Background: an optimization exercise with open tools, aiming at small area, a short achievable clock period and few clock cycles per item. Do not read the settings as production practice. Function was checked by simulation only, so behaviour that the tests miss may differ from the original. Power is estimated from default activity; no workload was simulated.

**design/flow/design.v**
```verilog
package spq_pkg;
  localparam int unsigned DEPTH      = 16;
  localparam int unsigned DATA_WIDTH = 32;
  localparam int unsigned PRIO_WIDTH = 16;
  localparam int unsigned CNT_W      = $clog2(DEPTH + 1);
  localparam int unsigned CMD_W      = 2;
  localparam int unsigned PAYLOAD_W  = 32;
  localparam int unsigned PRIO_IN_W  = 16;
  localparam int unsigned DOUT_W     = 32;
  localparam int unsigned COUNT_W    = 5;
  localparam int unsigned STATUS_W   = 2;
  localparam logic [CMD_W-1:0] CMD_INSERT = 2'd0;
  localparam logic [CMD_W-1:0] CMD_REMOVE = 2'd1;
  localparam logic [CMD_W-1:0] CMD_PEEK   = 2'd2;
  localparam logic [STATUS_W-1:0] ST_OK    = 2'd0;
  localparam logic [STATUS_W-1:0] ST_FULL  = 2'd1;
  localparam logic [STATUS_W-1:0] ST_EMPTY = 2'd2;
  typedef struct packed {
    logic        [DATA_WIDTH-1:0] payload;
    logic signed [PRIO_WIDTH-1:0] prio;
  } entry_t;
  typedef struct packed {
    logic insert;
    logic remove;
  } cell_ctrl_t;
endpackage
module spq_cell (
  input  logic                clk_i,
  input  spq_pkg::cell_ctrl_t ctrl_i,
  input  spq_pkg::entry_t     new_entry_i,
  input  logic                valid_i,
  input  logic                left_greater_i,
  input  spq_pkg::entry_t     left_entry_i,
  input  spq_pkg::entry_t     right_entry_i,
  output spq_pkg::entry_t     entry_o,
  output logic                greater_o
);
  spq_pkg::entry_t entry_q, entry_d;
  assign greater_o = !valid_i || ($signed(entry_q.prio) > $signed(new_entry_i.prio));
  always_comb begin
    entry_d = entry_q;
    if (ctrl_i.insert) begin
      if (greater_o && left_greater_i) begin
        entry_d = left_entry_i;
      end else if (greater_o) begin
        entry_d = new_entry_i;
      end
    end else if (ctrl_i.remove) begin
      entry_d = right_entry_i;
    end
  end
  always_ff @(posedge clk_i) begin
    entry_q <= entry_d;
  end
  assign entry_o = entry_q;
endmodule
module sorted_priority_queue (
  input  logic                                clk_i,
  input  logic                                rst_ni,
  input  logic                                start,
  output logic                                busy,
  input  logic [spq_pkg::CMD_W-1:0]           cmd_i,
  input  logic [spq_pkg::PAYLOAD_W-1:0]       payload_i,
  input  logic signed [spq_pkg::PRIO_IN_W-1:0] priority_req_i,
  output logic                                done_o,
  output logic [spq_pkg::DOUT_W-1:0]          data_out_o,
  output logic [spq_pkg::COUNT_W-1:0]         count_o,
  output logic [spq_pkg::STATUS_W-1:0]        status_o
);
  localparam int unsigned Depth = spq_pkg::DEPTH;
  localparam int unsigned CntW  = spq_pkg::CNT_W;
  logic                           accept;
  logic                           full, empty;
  spq_pkg::cell_ctrl_t            ctrl;
  spq_pkg::entry_t                new_entry;
  logic [spq_pkg::DATA_WIDTH+spq_pkg::PRIO_WIDTH-1:0] cell_entry [Depth];
  spq_pkg::entry_t                front_entry;
  logic [Depth-1:0]               cell_greater;
  logic [Depth-1:0]               cell_valid;
  logic [CntW-1:0]                count_q, count_d;
  logic                           done_q;
  logic [spq_pkg::DOUT_W-1:0]     data_q, data_d;
  logic [spq_pkg::STATUS_W-1:0]   status_q, status_d;
  assign busy   = 1'b0;
  assign accept = start && !busy;
  assign full   = (count_q == CntW'(Depth));
  assign empty  = (count_q == '0);
  assign new_entry.payload = spq_pkg::DATA_WIDTH'(payload_i);
  assign new_entry.prio    = spq_pkg::PRIO_WIDTH'(priority_req_i);
  assign front_entry = cell_entry[0];
  always_comb begin
    ctrl     = '0;
    count_d  = count_q;
    data_d   = '0;
    status_d = spq_pkg::ST_OK;
    if (accept) begin
      unique case (cmd_i)
        spq_pkg::CMD_INSERT: begin
          if (full) begin
            status_d = spq_pkg::ST_FULL;
          end else begin
            ctrl.insert = 1'b1;
            count_d     = count_q + 1'b1;
          end
        end
        spq_pkg::CMD_REMOVE, spq_pkg::CMD_PEEK: begin
          if (empty) begin
            status_d = spq_pkg::ST_EMPTY;
          end else begin
            data_d = spq_pkg::DOUT_W'(front_entry.payload);
            if (cmd_i == spq_pkg::CMD_REMOVE) begin
              ctrl.remove = 1'b1;
              count_d     = count_q - 1'b1;
            end
          end
        end
        default: begin
        end
      endcase
    end
  end
  for (genvar i = 0; i < Depth; i++) begin : g_cell
    spq_pkg::entry_t left_entry, right_entry;
    logic            left_greater;
    assign cell_valid[i] = (count_q > CntW'(i));
    if (i == 0) begin : g_first
      assign left_entry   = new_entry;
      assign left_greater = 1'b0;
    end else begin : g_mid
      assign left_entry   = cell_entry[i-1];
      assign left_greater = cell_greater[i-1];
    end
    if (i == Depth - 1) begin : g_last
      assign right_entry = cell_entry[i];
    end else begin : g_inner
      assign right_entry = cell_entry[i+1];
    end
    spq_cell u_cell (
      .clk_i          (clk_i),
      .ctrl_i         (ctrl),
      .new_entry_i    (new_entry),
      .valid_i        (cell_valid[i]),
      .left_greater_i (left_greater),
      .left_entry_i   (left_entry),
      .right_entry_i  (right_entry),
      .entry_o        (cell_entry[i]),
      .greater_o      (cell_greater[i])
    );
  end
  always_ff @(posedge clk_i or negedge rst_ni) begin
    if (!rst_ni) begin
      count_q <= '0;
      done_q  <= 1'b0;
    end else begin
      count_q <= count_d;
      done_q  <= accept;
    end
  end
  always_ff @(posedge clk_i) begin
    data_q   <= data_d;
    status_q <= status_d;
  end
  assign done_o     = done_q;
  assign data_out_o = data_q;
  assign status_o   = status_q;
  assign count_o    = spq_pkg::COUNT_W'(count_q);
endmodule
```
**design/flow/run.sh**
```bash
#!/bin/bash
# synth_recipe.tcl (not shown) runs the flow's synth.tcl, then flattens the netlist and writes it again
# the make line also repeats each setting of config.mk as NAME=value (left out here)
make -C /OpenROAD-flow-scripts/flow DESIGN_CONFIG=/design/flow/config.mk WORK_HOME=/design/flow/orfs CLKGATE_MAP_FILE= SYNTH_SCRIPT=/design/flow/synth_recipe.tcl finish
```
**design/flow/config.mk**
```make
export PLATFORM = sky130hd
export DESIGN_NAME = sorted_priority_queue
export DESIGN_NICKNAME = sorted_priority_queue
export VERILOG_FILES = /design/flow/design.v
export SDC_FILE = /design/flow/constraint.sdc
export NUM_CORES = 4
export LEC_CHECK = 0
export CAP_MARGIN = 20
export CORE_MARGIN = 2
export CORE_UTILIZATION = 40
export SLEW_MARGIN = 20
```
**design/flow/constraint.sdc**
```tcl
create_clock -name core_clock -period 5.0 [get_ports {clk_i}]
set_input_delay 1.0000 -clock core_clock [delete_from_list [all_inputs] [get_ports {clk_i}]]
set_output_delay 1.0000 -clock core_clock [all_outputs]
set_load 0.01 [all_outputs]
```
==> notes.md <==
[area by class of cell]
cell class / count / area (um2) / area share
repair buffers: 393 / 4510 / 0.0843
diodes: 4 / 10.0 / 0.000187
flip-flops and latches: 808 / 23900 / 0.447
multi-input cells: 3002 / 20000 / 0.374
clock buffers: 120 / 2540 / 0.0476
inverters: 57 / 214 / 0.00400
clock inverters: 50 / 417 / 0.00780
well taps: 1500 / 1880 / 0.0351
[kinds of logic after synthesis]
logic type,synth area share
simple gates,0.179
compound gates,0.146
flops,0.526
buf+inv,0.0416
fa+ha+maj,0.0727
mux,0.0342
xor+xnor,0.000771
other cells,0.0000826
[through the flow]
| stage | util | setup WS [ns] | total power [W] | hold WS (ns) | std cells |
|---|---|---|---|---|---|
| finish | 0.475 | 0.750 | 0.0234 | 0.492 | 5934 |
| global route | 0.475 | 0.689 | 0.0240 | 0.513 | 5930 |
| CTS | 0.475 | 0.830 | 0.0232 | 0.489 | 5930 |
| detailed placement | 0.449 | 0.126 | 0.0165 | 0.460 | 5760 |
| global placement | 0.449 | 0.152 | 0.0164 | 0.476 | 5760 |
| floorplan | - | 0.187 | 0.0125 | 0.448 | 4276 |
[worst register-to-register path: stages (launching register included)]
cell and delay (ns):
edfxtp_1 0.53, ha_1 0.43, and4_1 0.23, and4_1 0.36, a21boi_0 0.26, buf_4 0.20
nor3_1 0.09, o31ai_4 0.35, buf_12 0.20, and2_2 0.22, buf_12 0.26, o211ai_1 0.15
[state kept, by name (all words and copies together), names as in the netlist]
| name | count |
|---|---|
| count_q | 5 |
| data_q | 32 |
| done_q | 1 |
| g_cell.u_cell.entry_q | 768 |
| status_q | 2 |
[worst paths after layout]
path / slack [ns] / cells past startpoint / to / startpoint
min reg2reg: 0.49 / 1 / data_q[27] / g_cell[0].u_cell.entry_q[43]
min in group asynchronous: 0.57 / 1 / count_q[0] / rst_ni
max reg2reg: 1.45 / 11 / g_cell[13].u_cell.entry_q[17] / g_cell[12].u_cell.entry_q[15]
max in group asynchronous: 4.22 / 1 / done_q / rst_ni
min: 0.49 / 1 / data_q[27] / g_cell[0].u_cell.entry_q[43]
max: 0.75 / 13 / g_cell[3].u_cell.entry_q[0] / priority_req_i[5]
[layer usage]
layer / GRT usage / part of all wire / wire length (um)
met1: 0.388 / 0.41 / 68800
met2: 0.440 / 0.46 / 76200
met3: 0.0513 / 0.093 / 15500
met4: 0.102 / 0.039 / 6600
met5: 0 / 0.000048 / 8
[Yosys cell counts (49+ instances only)]
cell      number  area share
mux2i_1       99       0.022
buf_1         60      0.0050
nand2_1      846       0.070
inv_1         57      0.0047
edfxtp_1     768        0.51
o21ai_0      108       0.012
buf_2         49      0.0054
clkbuf_1     288       0.024
nand3_1      125       0.014
ha_1         264       0.073
mux2_2        50       0.012
o211ai_1     541       0.089
a21oi_1       90      0.0099
nand4_1      519       0.071
[power by group]
part / switching, W / internal, W
Combinational: 0.00526 / 0.00260
Clock: 0.00293 / 0.00389
Sequential: 0.000420 / 0.00825
==> qor.yml <==
cts.sinks: 808
crit_slowest_cell: "buf_12"
cp_top_family: "buffers and inverters"
cts_tree: "yes"
route.detailed.drc: 0
path_buf_inv: 5
root_buffer: "clkbuf_16"
stdcell_area_um2: 53400
max_freq_ghz: 0.235
grt_pass1_wl_um: 246000
ys_ff_latch: 808
cp.arrival_ns: 4.75
final_common_cell: "nand2_1"
peakVddDrop_v: 0.000524
synth-edff-count: 768
rsz0062_at_grt: "false"
syn_avg_cell_area_um2: 10.6
first_global_vias: 36869
grt_max_degree: 148
drt_iter0_drc: 4776
place_congestion: 0.976
final_nets: 4671
syn_area_um2: 45400
clockBufferDepth: 3
worstSetupEndpointType: "register"
slew_headroom: 0.294
setup_viol: 0
holdBufCountCts: 0
antenna_found_initial: 6
cp_max_fo: 94
cts_buffers: 92
start_util: 0.404
max_cap_violations: 0
slew_violations: 0
routedWlPerCell_um: 28.2
synth_cells: 4276
drt_first_pass_iters: 6
vias: 38476
clock_skew_ns: 0.0238
yosys_warnings: 3
dp_hpwl_um: 111000
post_cts_buffers: 0
critical_path_class: "input port to register"
insertion_delay_ns: 0.68
power.leakage_nw: 19.5
grt.overflow.total: 0
fin_crit_sh: 0.850
setup-tns-final_ns: 0
ant_nets: 0
power.density_nw_per_um2: 437
placed_area_um2: 50500
n_fill_cell: 10211
rows: 123
io_buffers: 92
layout_common_cells: "843 x nand2_1, 768 x edfxtp_1, 541 x o211ai_1"
die_w_um: 341
syn-num-nets: 4593
worst_slew_pin_slew_ns: 1.05
die_y_um: 341
clk_pin_slew_ns: 0.06
synthArstFlopShare: 0.00743
synthToLayoutAreaGrowth_pct: 17.7
hold_path_class: "register to register"
yosysSeqAreaShare: 0.526
ys.flop_type: "edfxtp_1"
cts_max_level: 3
path_cells: "clkdlybuf4s50_1 -> inv_1 -> buf_4 -> buf_4 -> ha_1 -> and4_1 -> nand4_1 -> a21o_1 -> and4b_1 -> o32ai_4 -> buf_12 -> nand4_1 -> o221ai_1"
top_level_ports: 94
hold_violations: 0
die_area_um2: 116000
cts_resized: 0
status: "no timing/DRC/antenna violations"
drt_wl_total_um: 167000
vias_per_cell: 6.48
yosysUniqueCellTypes: 68
cp-start-kind: "input port"
grt_usage: 0.280
fp.coreArea_um2: 112000
min_period_ns: 4.25
cp_slowest_stage_delay_ns: 0.52
drive_gt1_frac: 0.130
cp.required_ns: 5.50
Testbench counts, summed over its fixed seeds: cycles 16,000, items 16,000.

## port drivers added, routing unchanged
The results above use ideal ports. As a check the final layout listed here was re-extracted and re-timed, cells and wires unchanged.
Step 1, drivers: a clkbuf_16 drives clk_i and a buf_2 each remaining input, both assumed.
Step 2 times the ports against the registers' clock, not the clock port: input delays grow and output delays shrink by t, the midpoint of the rising clock arrivals with the driver on.
Three values: ideal, step 1, step 2; two values: the first two.
t, ns: 0.745
setup slack, ns: 0.750 / 0.797 / 0.052
worst setup path at the end: input to register
clock arrival spread, ns: 0.024 / 0.024
After both steps this run still meets setup and hold. The setup slack of this run moves by +0.047 ns with the drivers and by -0.698 ns with both steps.
